What follows belongs to an exercise in optimizing a design on an open flow for small area and a short achievable clock period; a production flow would make more cautious choices. RTL that was checked went through simulation tests only; none was proved equivalent to the original. No activity file was given, so power comes from the tool's default toggle rates.

## bpu_top
module bpu_top (
   input  logic        clk_i,
   input  logic        rst_i,
   input  logic [31:0] curr_pc_i,
   output logic        pred_taken_o,
   output logic [31:0] pred_target_o,
   output logic        btb_hit_o,
   input  logic        res_valid_i,
   input  logic [31:0] res_pc_i,
   input  logic [31:0] res_target_i,
   input  logic        res_taken_i,
   input  logic        res_mispredict_i,
   output logic [31:0] mispred_cnt_o
);
   branch_predictor u_bp (.*);
endmodule
For scale: about 3,700 cells after synthesis, about 170 I/O pins, ~64,000 um2 of cells after synthesis.
export LEC_CHECK = 0
export CAP_MARGIN = 20
export CORE_MARGIN = 2
export CORE_UTILIZATION = 40
export CTS_BUF_LIST = sky130_fd_sc_hd__clkbuf_4 sky130_fd_sc_hd__clkbuf_8
export SETUP_SLACK_MARGIN = 2.5
export SLEW_MARGIN = 20
export SYNTH_HIERARCHICAL = 1
create_clock -name core_clock -period 7.0 [get_ports {clk_i}]
run.sh (not shown) runs the stock make flow with config.mk's settings and CLKGATE_MAP_FILE= SYNTH_SCRIPT=/design/flow/synth_recipe.tcl, a recipe that flattens the netlist after the stock synthesis.
The baseline produced a clean layout.
Rerun with:
Settings changed: CORE_UTILIZATION 40 to 60, CTS_BUF_LIST sky130_fd_sc_hd__clkbuf_4 sky130_fd_sc_hd__clkbuf_8 to not set.
=> Design area decreases by 0.94%. Core utilization rose by 24 points. Clock-buffer cell count goes down by 151.
Rerun with:
Settings changed: CORE_UTILIZATION 60 to 40, PLACE_DENSITY set to 0.85.
The new run went through all stages and came out clean.
Register-to-register slack loses 0.23 ns.
Design area climbs by 1.0%.
Worst setup slack loses 0.15 ns.
Via count climbs by 5.8%.
Core utilization drops by 24 points.
Cell count climbs by 14%.
Sequential cell count stays the same.
Sequential share of layout area drops by 0.60 points.
Rerun with:
Settings changed: PLACE_DENSITY 0.85 to not set.
Non-clock buffer count decreases by 50.
Total power decreases slightly.
Hold slack barely changes.
No functional check of the RTL was part of any run of this note.


Setup of oak:
bpu_top, a different RTL version from the one above (not shown whole).
Size in the first run: about 1500 flip-flops, ~0.065 mm2 of cells after synthesis.
==> flow/config.mk <==
export PLATFORM = sky130hd
export DESIGN_NAME = bpu_top
export DESIGN_NICKNAME = bpu_top
export VERILOG_FILES = /design/flow/design.v
export SDC_FILE = /design/flow/constraint.sdc
export NUM_CORES = 4
export LEC_CHECK = 0
export CAP_MARGIN = 20
export CORE_MARGIN = 2
export CORE_UTILIZATION = 40
export SETUP_SLACK_MARGIN = 2.5
export SLEW_MARGIN = 20
export SYNTH_HIERARCHICAL = 1
==> flow/constraint.sdc <==
create_clock -name core_clock -period 7.0 [get_ports {clk_i}]
set_input_delay 1.4000 -clock core_clock [delete_from_list [all_inputs] [get_ports {clk_i}]]
set_output_delay 1.4000 -clock core_clock [all_outputs]
set_load 0.01 [all_outputs]
Inputs modified between oak and pine:
--- a/flow/config.mk
+++ b/flow/config.mk
@@ -10,0 +11,2 @@
+export CTS_CLUSTER_DIAMETER = 60
+export CTS_CLUSTER_SIZE = 40
Results
pine: PASS, flow complete, no timing, DRC or antenna violations. Side by side, post-CTS setup buffer count turned out higher in pine than in oak. Relative to oak, clock share of power has decreased by 4.0 points in pine. In terms of multi-input gate area in the final layout, oak and pine differ only marginally. Against oak, pine comes in 1.7% lower on final area. Diff oak -> pine: post-CTS clock slew at the launch and capture registers of the worst setup and hold paths roughly the same; achievable clock frequency lower; power consumed by combinational cells roughly the same; final cell count without fillers lower; sequential share of layout area higher. Re final routed DRC violation total: no difference whatsoever between oak and pine.
--- input diff pine..birch ---
--- a/flow/config.mk
+++ b/flow/config.mk
@@ -11,2 +11,2 @@
-export CTS_CLUSTER_DIAMETER = 60
-export CTS_CLUSTER_SIZE = 40
+export CTS_CLUSTER_DIAMETER = 50
+export CTS_CLUSTER_SIZE = 30
Notes after the runs:
- birch completed end to end with timing, DRC and antenna clean.
- pine -> birch: non-clock buffer count increased by a few percent
- Average routed wire per standard cell essentially unchanged between birch and pine.
- Taking pine as the reference, in birch clock buffer count from CTS rose by 29, routed metal-1 wirelength fell by about 0.7%, total power rose by about 6%, final critical path time including I/O delays and setup fell by 17 ps.
- For fmax, pine and birch come out practically identical.
- Between pine and birch, the wire length of the first global-routing pass is higher for birch.
- On internal power consumption: between pine and birch, it ends up higher for birch.
- Where worst setup margin is concerned, pine is outperformed by birch.
- Of birch and pine, it is birch that has the higher overall via count from detail_route.


Setup of run C:
bpu_top, a different RTL version from the one above (not shown whole).
Size in the first run: ~3,600 cells after synthesis, roughly 170 I/O pins, ~64,000 µm² of cells after synthesis.
clock: 7.0 ns
lec_check: 0
cap_margin: 20
core_margin: 2
core_utilization: 40
setup_slack_margin: 3.5
slew_margin: 20
Input changes introduced in run D (baseline for comparison: run C):
- SETUP_SLACK_MARGIN: 3.5 -> 2.5
## What came out
Per the comparison of run D with run C, overall power of the completed layout now smaller, number of vias per cell now sits lower. [compare] base=run C new=run D: first-iteration DRC count went down by 842; leakage power summed over all cells went down by about 5.3%; final instance area went down by about 4%.


== build 4 ==
bpu_top, a different RTL version from the one above (not shown whole).
Size: about 4000 cells after synthesis, roughly 1500 flip-flops, ~170 I/O pins, ~65000 um^2 of cells after synthesis.
export LEC_CHECK = 0
export CAP_MARGIN = 20
export CORE_MARGIN = 2
export CORE_UTILIZATION = 40
export CTS_CLUSTER_DIAMETER = 60
export CTS_CLUSTER_SIZE = 40
export SETUP_SLACK_MARGIN = 1.5
export SLEW_MARGIN = 20
export SYNTH_HIERARCHICAL = 1
create_clock -name core_clock -period 7.0 [get_ports {clk_i}]
standard.sh (not shown) runs the stock make flow with config.mk's settings and CLKGATE_MAP_FILE= SYNTH_SCRIPT=/design/flow/synth_recipe.tcl, a recipe that flattens the netlist after the stock synthesis.
==> flow/flow/run.sh <==
#!/bin/bash
# Standard layout (the standard.sh: ORFS from synthesis to the final layout), with
# clock tree synthesis told not to add dummy balancing loads to the clock tree.
set -euo pipefail
cd "$(dirname "$0")/.."
bash standard.sh \
   CTS_ARGS="-sink_clustering_enable -repair_clock_nets -dont_use_dummy_load -sink_clustering_size 40 -sink_clustering_max_diameter 60" \
   BUFFER_PORTS_ARGS="-buffer_cell sky130_fd_sc_hd__buf_1" \
   finish > flow_make.log 2>&1
> inputs changed (build 4 -> build 28)
Settings: swapping 1.5 for 2.0 in SETUP_SLACK_MARGIN.
diff --git a/flow/flow/run.sh b/flow/flow/run.sh
--- a/flow/flow/run.sh
+++ b/flow/flow/run.sh
@@ -8 +8 @@
-   BUFFER_PORTS_ARGS="-buffer_cell sky130_fd_sc_hd__buf_1" \
+   BUFFER_PORTS_ARGS="-buffer_cell sky130_fd_sc_hd__buf_2" \
Notes after the runs:
- Total of fill cells in the finished design, build 4 and build 28: larger value in build 28
- Per the comparison of build 28 with build 4, post-layout worst setup margin has increased, via count normalized by instance count has increased, met2 usage in global routing has increased, post-layout total power has remained practically unchanged.
[inputs] build 61 vs build 28
Settings: SETUP_SLACK_MARGIN now 1.5, was 2.0.
diff --git a/flow/flow/run.sh b/flow/flow/run.sh
--- a/flow/flow/run.sh
+++ b/flow/flow/run.sh
@@ -7 +7 @@
-   CTS_ARGS="-sink_clustering_enable -repair_clock_nets -dont_use_dummy_load -sink_clustering_size 40 -sink_clustering_max_diameter 60" \
+   CTS_ARGS="-sink_clustering_enable -repair_clock_nets -dont_use_dummy_load -sink_clustering_size 60 -sink_clustering_max_diameter 70" \
==> run notes <==
Per the comparison of build 61 with build 28, CTS buffer count went down 10%; fraction of power consumed by sequential logic rose by 0.9 points; leakage power summed over all cells down 0.19 nW; met3 routing resource usage after global routing went down; end-of-flow core utilization saw a decrease.
Build 28 and build 61 ended up with roughly the same via count.
Build 61 ended up with a higher combinational power share than build 28 did.
When build 61 is measured against build 28, its power turns out 0.29 mW lower.
Cmp build 61 and build 28 / number of stages on the worst setup path / lower: build 28
For clock-buffer cell count, dividing the value from build 28 by the value from build 61 gives 1.11.
Relative to build 28, the number of buffer and inverter stages on the critical path of build 61 is higher by 1.
Modified inputs, build 65 compared to build 61
Settings: swapping 40 for 55 in CORE_UTILIZATION.
==> flow/flow/run.sh <==
#!/bin/bash
# Standard layout (the standard.sh: ORFS from synthesis to the final layout), with
# clock tree synthesis told not to add dummy balancing loads to the clock tree.
set -euo pipefail
cd "$(dirname "$0")/.."
bash standard.sh \
   CTS_ARGS="-sink_clustering_enable -repair_clock_nets -dont_use_dummy_load -sink_clustering_size 40 -sink_clustering_max_diameter 60" \
   finish > flow_make.log 2>&1
Findings:
- Row via count: build 65 higher / build 61 lower
- The run showing the smaller met1 capacity usage during global routing is build 61.
- Build 65 ends up with lower minimum clock period than build 61 does.
- Between build 65 and build 61, the difference in post-route fraction of the period consumed by the critical path is negligible.
- Build 65 vs. build 61: met3 usage went up 1.1 points, total met2 wirelength after detailed routing increased by about 1.5% relative to the old numbers.
The inputs of build 96 differ from those of build 65 as listed below.
Settings: swapping 55 for 40 in CORE_UTILIZATION.
diff --git a/flow/flow/run.sh b/flow/flow/run.sh
--- a/flow/flow/run.sh
+++ b/flow/flow/run.sh
@@ -7,0 +8 @@
+   BUFFER_PORTS_ARGS="-buffer_cell sky130_fd_sc_hd__buf_2" \
Relative to build 65, the total track usage of build 96 is lower by 8.5 points. Build 96 vs build 65: standard cell core area up by more than a quarter. Build 65 and build 96 ended up with nearly the same multiplexer fraction of the synthesized cell area. Build 65 → build 96: total routed wirelength went up 0.54%, ratio of cells with drive above 1 in the final layout held, count of filler cells inserted in the layout went up about 65%, final critical path time including I/O delays and setup went up 17 ps, average detailed-routed wire length per instance went down about 7.5%.

## static timing again, ports no longer ideal
The results above use ideal ports. As a check the final layouts listed here were re-extracted and re-timed, cells and wires unchanged.
Step 1 sets driving cells, clkbuf_16 on the clock port and buf_2 on the other inputs (assumed; they add their load-dependent delay and slew).
Step 2 times the ports against the registers' clock, not the clock port: input delays grow and output delays shrink by t, the midpoint of the rising clock arrivals with the driver on.
Slacks: ideal ports / drivers / drivers and shift; pairs: ideal ports / drivers.
| run | t (ns) | setup WS [ns] | latest minus earliest clock arrival (ns) | cell pins on the clock port's net |
|---|---|---|---|---|
| the first run of note 1 | 1.055 | 1.079 / 0.822 / 0.822 | 0.069 / 0.069 | 1 |
| the second run of note 1 | 0.843 | 0.938 / 0.650 / 0.650 | 0.028 / 0.028 | 1 |
| the third run of note 1 | 0.899 | 0.791 / 0.531 / 0.531 | 0.096 / 0.096 | 1 |
| the fourth run of note 1 | 0.869 | 1.022 / 0.827 / 0.827 | 0.066 / 0.067 | 1 |
| oak | 0.872 | 1.310 / 1.101 / 1.101 | 0.054 / 0.054 | 1 |
| pine | 0.838 | 1.250 / 0.989 / 0.989 | 0.062 / 0.062 | 1 |
| birch | 0.842 | 1.266 / 0.979 / 0.979 | 0.094 / 0.095 | 1 |
| run C | 0.852 | 0.681 / 0.576 / 0.576 | 0.090 / 0.091 | 1 |
| run D | 0.859 | 0.766 / 0.703 / 0.703 | 0.046 / 0.046 | 1 |
| build 4 | 0.763 | 1.293 / 1.240 / 0.737 | 0.139 / 0.139 | 1 |
| build 28 | 0.781 | 1.415 / 1.105 / 1.105 | 0.136 / 0.136 | 1 |
| build 61 | 0.778 | 1.374 / 1.271 / 0.676 | 0.103 / 0.103 | 1 |
| build 65 | 0.804 | 1.379 / 1.023 / 0.794 | 0.074 / 0.074 | 1 |
| build 96 | 0.785 | 1.361 / 1.258 / 0.648 | 0.150 / 0.151 | 1 |
After both steps every run listed still meets setup and hold. The setup slack of build 96, which loses most, moves by -0.103 ns with the drivers and by -0.713 ns with both steps.
